From an optimization exercise on the open Yosys and OpenROAD flow, aimed at small area, a short achievable clock period and few clock cycles; shortcuts taken in it are not production practice.
RTL that was checked went through simulation tests only; none was proved equivalent to the original.
Power is estimated from default activity; no workload was simulated.

==> inputs of tundra <==
==> flow/design.v <==
`timescale 1ns/1ns
package mem_ctrl_pkg;
    localparam int addr_width = 32;
    localparam int data_width = 32;
    localparam int sb_depth       = 8;
    localparam int sb_index_width = 3;
    typedef logic [addr_width-1:0] addr_t;
    typedef logic [data_width-1:0] word_t;
    typedef logic [7:0]            byte_t;
    typedef enum logic [1:0] {
        size_byte = 2'd0,
        size_half = 2'd1,
        size_word = 2'd2
    } access_size_t;
    typedef enum logic [2:0] {
        op_lb  = 3'd0,
        op_lh  = 3'd1,
        op_lw  = 3'd2,
        op_lbu = 3'd3,
        op_lhu = 3'd4
    } load_op_t;
    typedef struct packed {
        addr_t        addr;
        word_t        data;
        access_size_t size;
    } store_entry_t;
    typedef struct packed {
        logic         write;
        addr_t        addr;
        access_size_t size;
        word_t        data;
    } burst_req_t;
    typedef struct packed {
        logic  write;
        addr_t addr;
        byte_t wdata;
    } ram_bus_t;
endpackage
`timescale 1ns/1ns
module mem_ctrl_top (
    input  logic        clk,
    input  logic        rst,
    output logic        ram_write,
    output logic [31:0] ram_addr,
    output logic [7:0]  ram_wdata,
    input  logic [7:0]  ram_rdata,
    input  logic        fetch_req,
    input  logic [31:0] fetch_pc,
    output logic        fetch_valid,
    output logic [31:0] fetch_inst,
    input  logic        load_req,
    input  logic [2:0]  load_op,
    input  logic [31:0] load_addr,
    output logic        load_valid,
    output logic [31:0] load_value,
    input  logic        commit_valid,
    input  logic [31:0] commit_addr,
    input  logic [31:0] commit_data,
    input  logic [1:0]  commit_size,
    output logic        buffer_full,
    input  logic        rollback
);
    localparam int SB_N = 7;
    function automatic logic [1:0] size_last(input logic [1:0] sz);
        case (sz)
            2'd0:    size_last = 2'd0;
            2'd1:    size_last = 2'd1;
            default: size_last = 2'd3;
        endcase
    endfunction
    function automatic logic [1:0] op_last(input logic [2:0] op);
        case (op)
            3'd0, 3'd3: op_last = 2'd0;
            3'd1, 3'd4: op_last = 2'd1;
            default:    op_last = 2'd3;
        endcase
    endfunction
    logic [31:0]     sb_addr [0:SB_N-1];
    logic [31:0]     sb_data [0:SB_N-1];
    logic [1:0]      sb_last [0:SB_N-1];
    logic [SB_N-1:0] sb_head;
    logic [SB_N-1:0] sb_tail;
    logic [SB_N-1:0] sb_cnt;
    logic [31:0] fa;          
    logic        sv;          
    logic [4:0]  iss;         
    logic        got4;        
    logic [1:0]  pid;         
    logic        s_own;       
    logic        blk;         
    logic        adv_q;       
    logic        cmp_pend;    
    logic        cmp_live;    
    logic [1:0]  cmp_pid;
    logic        load_pend;
    logic [31:0] load_addr_q;
    logic [2:0]  load_op_q;
    logic        bus_rd;
    logic        busy;        
    logic        bus_ld;
    logic        bus_lv;      
    logic [1:0]  bus_lane;
    logic [1:0]  bus_rem;     
    logic [1:0]  bus_pid;
    logic [23:0] st_data;
    logic        ret_v;
    logic        ret_ld;
    logic        ret_lv;
    logic [1:0]  ret_lane;
    logic        ret_last;
    logic [1:0]  ret_pid;
    logic        ret_sgn;
    logic [31:0] res;
    assign fetch_inst  = res;
    assign load_value  = res;
    logic sb_empty, sb_full, sb_lt6;
    assign sb_empty    = !sb_cnt[0];
    assign sb_full     = sb_cnt[SB_N-1];
    assign sb_lt6      = !sb_cnt[5];
    assign buffer_full = sb_full;
    logic [31:0] hd_addr;
    logic [31:0] hd_data;
    logic [1:0]  hd_last;
    always_comb begin
        hd_addr = '0;
        hd_data = '0;
        hd_last = '0;
        for (int i = 0; i < SB_N; i++) begin
            hd_addr = hd_addr | ({32{sb_head[i]}} & sb_addr[i]);
            hd_data = hd_data | ({32{sb_head[i]}} & sb_data[i]);
            hd_last = hd_last | ({2{sb_head[i]}} & sb_last[i]);
        end
    end
    logic        st_cont, ld_cont, blk_e;
    logic        r0, r2, r3, r4, r5, s_go;
    logic        adv_wi, adv_wo;
    logic        hit0, restart, inval, s_rst;
    logic        cap_cmp, cap_cur3;
    logic [31:0] addr_inc;
    assign addr_inc = ram_addr + 32'd1;
    always_comb begin
        st_cont = busy && ram_write;
        ld_cont = busy && !ram_write;
        blk_e   = blk && !sb_empty;
        r2      = !busy && s_own && !blk_e && !iss[4] && sb_lt6;
        r3      = !busy && !r2 && !sb_empty;
        r5      = !busy && !r2 && sb_empty && !load_pend && !s_own && sv && !iss[4];
        s_go    = r2 || r5;
        adv_wi  = r2 && iss[3];
        adv_wo  = s_own && iss[4];
        hit0    = sv && !adv_q && (fetch_pc == fa);
        restart = fetch_req && !hit0;
        r0      = restart && !busy && sb_empty;
        r4      = !busy && !r2 && sb_empty && load_pend && !r0;
        inval   = commit_valid && !fetch_req && (!s_own || rollback);
        s_rst   = restart || adv_wi || adv_wo || inval || r3 || r4;
        cap_cmp  = ret_v && !ret_ld && cmp_pend && (ret_pid == cmp_pid);
        cap_cur3 = ret_v && !ret_ld && !cap_cmp && (ret_pid == pid) && (ret_lane == 2'd3);
    end
    always_ff @(posedge clk) begin
        if (rst) begin
            sb_head <= SB_N'(1);
            sb_tail <= SB_N'(1);
            sb_cnt  <= '0;
        end else begin
            if (commit_valid) sb_tail <= {sb_tail[SB_N-2:0], sb_tail[SB_N-1]};
            if (r3)           sb_head <= {sb_head[SB_N-2:0], sb_head[SB_N-1]};
            if (commit_valid && !r3) sb_cnt <= {sb_cnt[SB_N-2:0], 1'b1};
            if (!commit_valid && r3) sb_cnt <= {1'b0, sb_cnt[SB_N-1:1]};
        end
    end
    always_ff @(posedge clk) begin
        for (int i = 0; i < SB_N; i++) begin
            if (sb_tail[i] && !sb_full) begin
                sb_addr[i] <= commit_addr;
                sb_data[i] <= commit_data;
                sb_last[i] <= size_last(commit_size);
            end
        end
    end
    always_ff @(posedge clk) begin
        if (fetch_req) begin
            fa <= fetch_pc;
        end else if (adv_q || adv_wo) begin
            fa <= addr_inc;
        end
        if (load_req) begin
            load_addr_q <= load_addr;
            load_op_q   <= load_op;
        end
    end
    always_ff @(posedge clk) begin
        if (rst) begin
            sv        <= 1'b0;
            iss       <= 5'd1;
            got4      <= 1'b0;
            pid       <= 2'd0;
            s_own     <= 1'b0;
            blk       <= 1'b0;
            adv_q     <= 1'b0;
            cmp_pend  <= 1'b0;
            cmp_live  <= 1'b0;
            cmp_pid   <= 2'd0;
            load_pend <= 1'b0;
        end else begin
            adv_q <= adv_wi;
            if (fetch_req) sv <= 1'b1;
            if (s_rst) begin
                iss  <= r0 ? 5'd2 : 5'd1;
                got4 <= 1'b0;
                pid  <= pid + 2'd1;
            end else begin
                if (s_go) iss <= {iss[3:0], 1'b0};
                got4 <= got4 || cap_cur3;
            end
            if (fetch_req) begin
                s_own <= 1'b1;
                blk   <= !sb_empty;
            end else begin
                if (adv_wi || adv_wo || rollback) s_own <= 1'b0;
                if (sb_empty)                     blk   <= 1'b0;
            end
            if (adv_wi || (adv_wo && !(got4 || cap_cur3))) begin
                cmp_pend <= 1'b1;
                cmp_live <= !rollback;
                cmp_pid  <= pid;
            end else if (cap_cmp && ret_lane == 2'd3) begin
                cmp_pend <= 1'b0;
                cmp_live <= 1'b0;
            end
            if (rollback) cmp_live <= 1'b0;
            if (load_req)            load_pend <= 1'b1;
            if (r4 || rollback)      load_pend <= 1'b0;
        end
    end
    always_ff @(posedge clk) begin
        if (rst) begin
            ram_write <= 1'b0;
            bus_rd    <= 1'b0;
            busy      <= 1'b0;
        end else begin
            ram_write <= st_cont || r3;
            bus_rd    <= ld_cont || r4 || s_go || r0;
            if (busy)    busy <= (bus_rem != 2'd1);
            else if (r3) busy <= (hd_last != 2'd0);
            else if (r4) busy <= (op_last(load_op_q) != 2'd0);
            else         busy <= 1'b0;
        end
    end
    always_ff @(posedge clk) begin
        if (r3) begin
            ram_wdata <= hd_data[7:0];
            st_data   <= hd_data[31:8];
        end else begin
            ram_wdata <= st_data[7:0];
            st_data   <= {8'd0, st_data[23:8]};
        end
    end
    always_ff @(posedge clk) begin
        bus_pid <= r0 ? pid + 2'd1 : pid;
        if (r0) begin
            ram_addr  <= fetch_pc;
            bus_lane  <= 2'd0;
            bus_rem   <= 2'd0;
            bus_ld    <= 1'b0;
        end else if (busy) begin
            bus_lv    <= bus_lv && !rollback;
            ram_addr  <= addr_inc;
            bus_lane  <= bus_lane + 2'd1;
            bus_rem   <= bus_rem - 2'd1;
        end else if (r3) begin
            ram_addr  <= hd_addr;
            bus_rem   <= hd_last;
        end else if (r4) begin
            ram_addr  <= load_addr_q;
            bus_lane  <= 2'd0;
            bus_rem   <= op_last(load_op_q);
            bus_ld    <= 1'b1;
            bus_lv    <= !rollback;
        end else if (s_go) begin
            ram_addr  <= (iss[0] && !adv_q) ? fa : addr_inc;
            bus_lane  <= {iss[2] || iss[3], iss[1] || iss[3]};
            bus_rem   <= 2'd0;
            bus_ld    <= 1'b0;
        end
    end
    always_ff @(posedge clk) begin
        if (rst) begin
            ret_v <= 1'b0;
        end else begin
            ret_v <= bus_rd;
        end
        ret_ld   <= bus_ld;
        ret_lv   <= bus_lv && !rollback;
        ret_lane <= bus_lane;
        ret_last <= (bus_rem == 2'd0);
        ret_pid  <= bus_pid;
        ret_sgn  <= bus_ld && (load_op_q == 3'd0 || load_op_q == 3'd1);
    end
    logic fill;
    assign fill = ret_sgn && ram_rdata[7];
    always_ff @(posedge clk) begin
        if (ret_v) begin
            for (int j = 0; j < 4; j++) begin
                if (ret_lane == 2'(j)) begin
                    res[8*j +: 8] <= ram_rdata;
                end else if (ret_ld && ret_last && ret_lane < 2'(j)) begin
                    res[8*j +: 8] <= {8{fill}};
                end
            end
        end
    end
    always_ff @(posedge clk) begin
        if (rst) begin
            fetch_valid <= 1'b0;
            load_valid  <= 1'b0;
        end else begin
            fetch_valid <= !rollback && ((cap_cmp && cmp_live && ret_lane == 2'd3)
                                         || (adv_wo && (got4 || cap_cur3)));
            load_valid  <= !rollback && ret_v && ret_ld && ret_lv && ret_last;
        end
    end
endmodule
==> flow/run.sh <==
#!/bin/bash
# synth_recipe.tcl (not shown) runs the flow's synth.tcl, then flattens the netlist and writes it again
# the make line also repeats each setting of config.mk as NAME=value (left out here)
make -C /OpenROAD-flow-scripts/flow DESIGN_CONFIG=/design/flow/config.mk WORK_HOME=/design/flow/orfs CLKGATE_MAP_FILE= SYNTH_SCRIPT=/design/flow/synth_recipe.tcl finish
==> flow/config.mk <==
export PLATFORM = sky130hd
export DESIGN_NAME = mem_ctrl_top
export DESIGN_NICKNAME = mem_ctrl_top
export VERILOG_FILES = /design/flow/design.v
export SDC_FILE = /design/flow/constraint.sdc
export NUM_CORES = 4
export LEC_CHECK = 0
export CAP_MARGIN = 20
export CORE_MARGIN = 2
export CORE_UTILIZATION = 40
export SETUP_SLACK_MARGIN = 2.5
export SLEW_MARGIN = 20
==> flow/constraint.sdc <==
create_clock -name core_clock -period 5.0 [get_ports {clk}]
set_input_delay 1.0000 -clock core_clock [delete_from_list [all_inputs] [get_ports {clk}]]
set_output_delay 1.0000 -clock core_clock [all_outputs]
set_load 0.01 [all_outputs]
==> nickel: changes against tundra <==
--- a/flow/design.v
+++ b/flow/design.v
@@ -133,5 +133,5 @@
     end
     logic        st_cont, ld_cont, blk_e;
-    logic        r0, r2, r3, r4, r5, s_go;
+    logic        r2, r3, r4, r5, s_go;
     logic        adv_wi, adv_wo;
     logic        hit0, restart, inval, s_rst;
@@ -151,6 +151,5 @@
         hit0    = sv && !adv_q && (fetch_pc == fa);
         restart = fetch_req && !hit0;
-        r0      = restart && !busy && sb_empty;
-        r4      = !busy && !r2 && sb_empty && load_pend && !r0;
+        r4      = !busy && !r2 && sb_empty && load_pend;
         inval   = commit_valid && !fetch_req && (!s_own || rollback);
         s_rst   = restart || adv_wi || adv_wo || inval || r3 || r4;
@@ -207,5 +206,5 @@
             if (fetch_req) sv <= 1'b1;
             if (s_rst) begin
-                iss  <= r0 ? 5'd2 : 5'd1;
+                iss  <= 5'd1;
                 got4 <= 1'b0;
                 pid  <= pid + 2'd1;
@@ -241,5 +240,5 @@
         end else begin
             ram_write <= st_cont || r3;
-            bus_rd    <= ld_cont || r4 || s_go || r0;
+            bus_rd    <= ld_cont || r4 || s_go;
             if (busy)    busy <= (bus_rem != 2'd1);
             else if (r3) busy <= (hd_last != 2'd0);
@@ -258,13 +257,8 @@
     end
     always_ff @(posedge clk) begin
-        bus_pid <= r0 ? pid + 2'd1 : pid;
-        if (r0) begin
-            ram_addr  <= fetch_pc;
-            bus_lane  <= 2'd0;
-            bus_rem   <= 2'd0;
-            bus_ld    <= 1'b0;
-        end else if (busy) begin
+        bus_pid <= pid;
+        ram_addr <= addr_inc;
+        if (busy) begin
             bus_lv    <= bus_lv && !rollback;
-            ram_addr  <= addr_inc;
             bus_lane  <= bus_lane + 2'd1;
             bus_rem   <= bus_rem - 2'd1;
@@ -279,5 +273,5 @@
             bus_lv    <= !rollback;
         end else if (s_go) begin
-            ram_addr  <= (iss[0] && !adv_q) ? fa : addr_inc;
+            if (iss[0] && !adv_q) ram_addr <= fa;
             bus_lane  <= {iss[2] || iss[3], iss[1] || iss[3]};
             bus_rem   <= 2'd0;
==> flow/flow/run.sh (new file) <==
#!/bin/bash
# Standard ORFS layout (the standard.sh) with smaller port buffers and
# larger clock-tree sink clusters without dummy loads.
export BUFFER_PORTS_ARGS="-buffer_cell sky130_fd_sc_hd__buf_2"
export CTS_ARGS="-sink_clustering_enable -repair_clock_nets -sink_clustering_size 25 -sink_clustering_max_diameter 80 -dont_use_dummy_load"
bash standard.sh > standard.log 2>&1
==> flow/standard.sh (new file) <==
#!/bin/bash
# synth_recipe.tcl (not shown) runs the flow's synth.tcl, then flattens the netlist and writes it again
# the make line also repeats each setting of config.mk as NAME=value (left out here)
make -C /OpenROAD-flow-scripts/flow DESIGN_CONFIG=/design/flow/config.mk WORK_HOME=/design/flow/orfs CLKGATE_MAP_FILE= SYNTH_SCRIPT=/design/flow/synth_recipe.tcl "${@:-finish}"
--- a/flow/config.mk
+++ b/flow/config.mk
@@ -6,7 +6,8 @@
 export NUM_CORES = 4
 export LEC_CHECK = 0
+export ABC_CLOCK_PERIOD_IN_PS = 2300
 export CAP_MARGIN = 20
 export CORE_MARGIN = 2
 export CORE_UTILIZATION = 40
-export SETUP_SLACK_MARGIN = 2.5
+export SETUP_SLACK_MARGIN = 2.7
 export SLEW_MARGIN = 20
removed: flow/run.sh
==> impl.org <==
** Status
- The flow ran to the end and the layout has no timing, DRC or antenna violations.

** Synth
- In this run, distinct cell masters in the synthesized netlist total 65.
- When the netlist entered floorplanning its net count stood at 1,738.
- Number of enable flip-flop cells after synthesis :: 567

** Drt
- After detailed routing, the average wire length per cell comes to 24.9 um.

** Layout
- The library cells used most frequently in the layout, excluding fill and tap cells, are sky130_fd_sc_hd__edfxtp_1 (567), sky130_fd_sc_hd__buf_2 (253), sky130_fd_sc_hd__dfxtp_1 (103).

** Power
- Int Pwr :: 8720 uW

** Placement
- Counting tap cells, the placed design contains a total of 2,589 instances.

** Critical path
- Path depth of the worst reg2reg path :: 5
The numbers above come from nickel.

==> impl.org <==
** Status
- The flow ran to the end and the layout has no timing, DRC or antenna violations.

** Layout
- Commonest cells after routing, fill and taps aside :: sky130_fd_sc_hd__edfxtp_1 (594), sky130_fd_sc_hd__nor2_1 (146), sky130_fd_sc_hd__dlygate4sd2_1 (114)
- Count of sequential standard cells :: 685

** Power
- The internal portion of the total power is 11,600 uW.

** Critical path
- Last element of the critical path :: ram_addr[16]
- Measured in cells, the most critical reg-to-reg path has a length of 12.

** Global route
- Entering global routing, the biggest net connects 58 pins.

** Synth
- Count of distinct cell types in the synthesized netlist :: 63
- Yosys mapped a number of flops with a built-in enable equal to 594.

** Placement
- Counting tap cells, the placed design contains a total of 2,773 instances.
The numbers above come from tundra.

Testbench counts of nickel, summed over its fixed seeds: cycles 65,693.
Only the layout flow was run in tundra; the RTL was not checked for function there.

## afterwards: timing with drivers on the ports
No port has a modelled driver above. Below, the same layouts with a new extraction and two added sets of constraints.
Step 1 (the two cells are an assumption about what drives the block):
set clk [get_ports {clk}]
set_driving_cell -lib_cell sky130_fd_sc_hd__clkbuf_16 $clk
set_driving_cell -lib_cell sky130_fd_sc_hd__buf_2 [delete_from_list [all_inputs] $clk]
Step 2 also shifts input and output timing later by t, the mid clock arrival at the registers, as if the neighbouring blocks saw the same clock.
Three values: no drivers, after step 1, after step 2; two values: the first two.
run	t, ns	setup WS [ns]	hold slack, ns	latest minus earliest clock arrival (ns)	pins driven straight from the clock port
tundra	0.687	2.224 / 2.253 / 1.566	0.338 / 0.338 / 0.338	0.046 / 0.046	1
nickel	0.617	2.746 / 2.682 / 2.255	0.327 / 0.327 / 0.327	0.111 / 0.111	1
After both steps setup and hold are still met in every run listed. The setup slack of tundra, which loses most, moves by +0.029 ns with the drivers and by -0.658 ns with both steps.
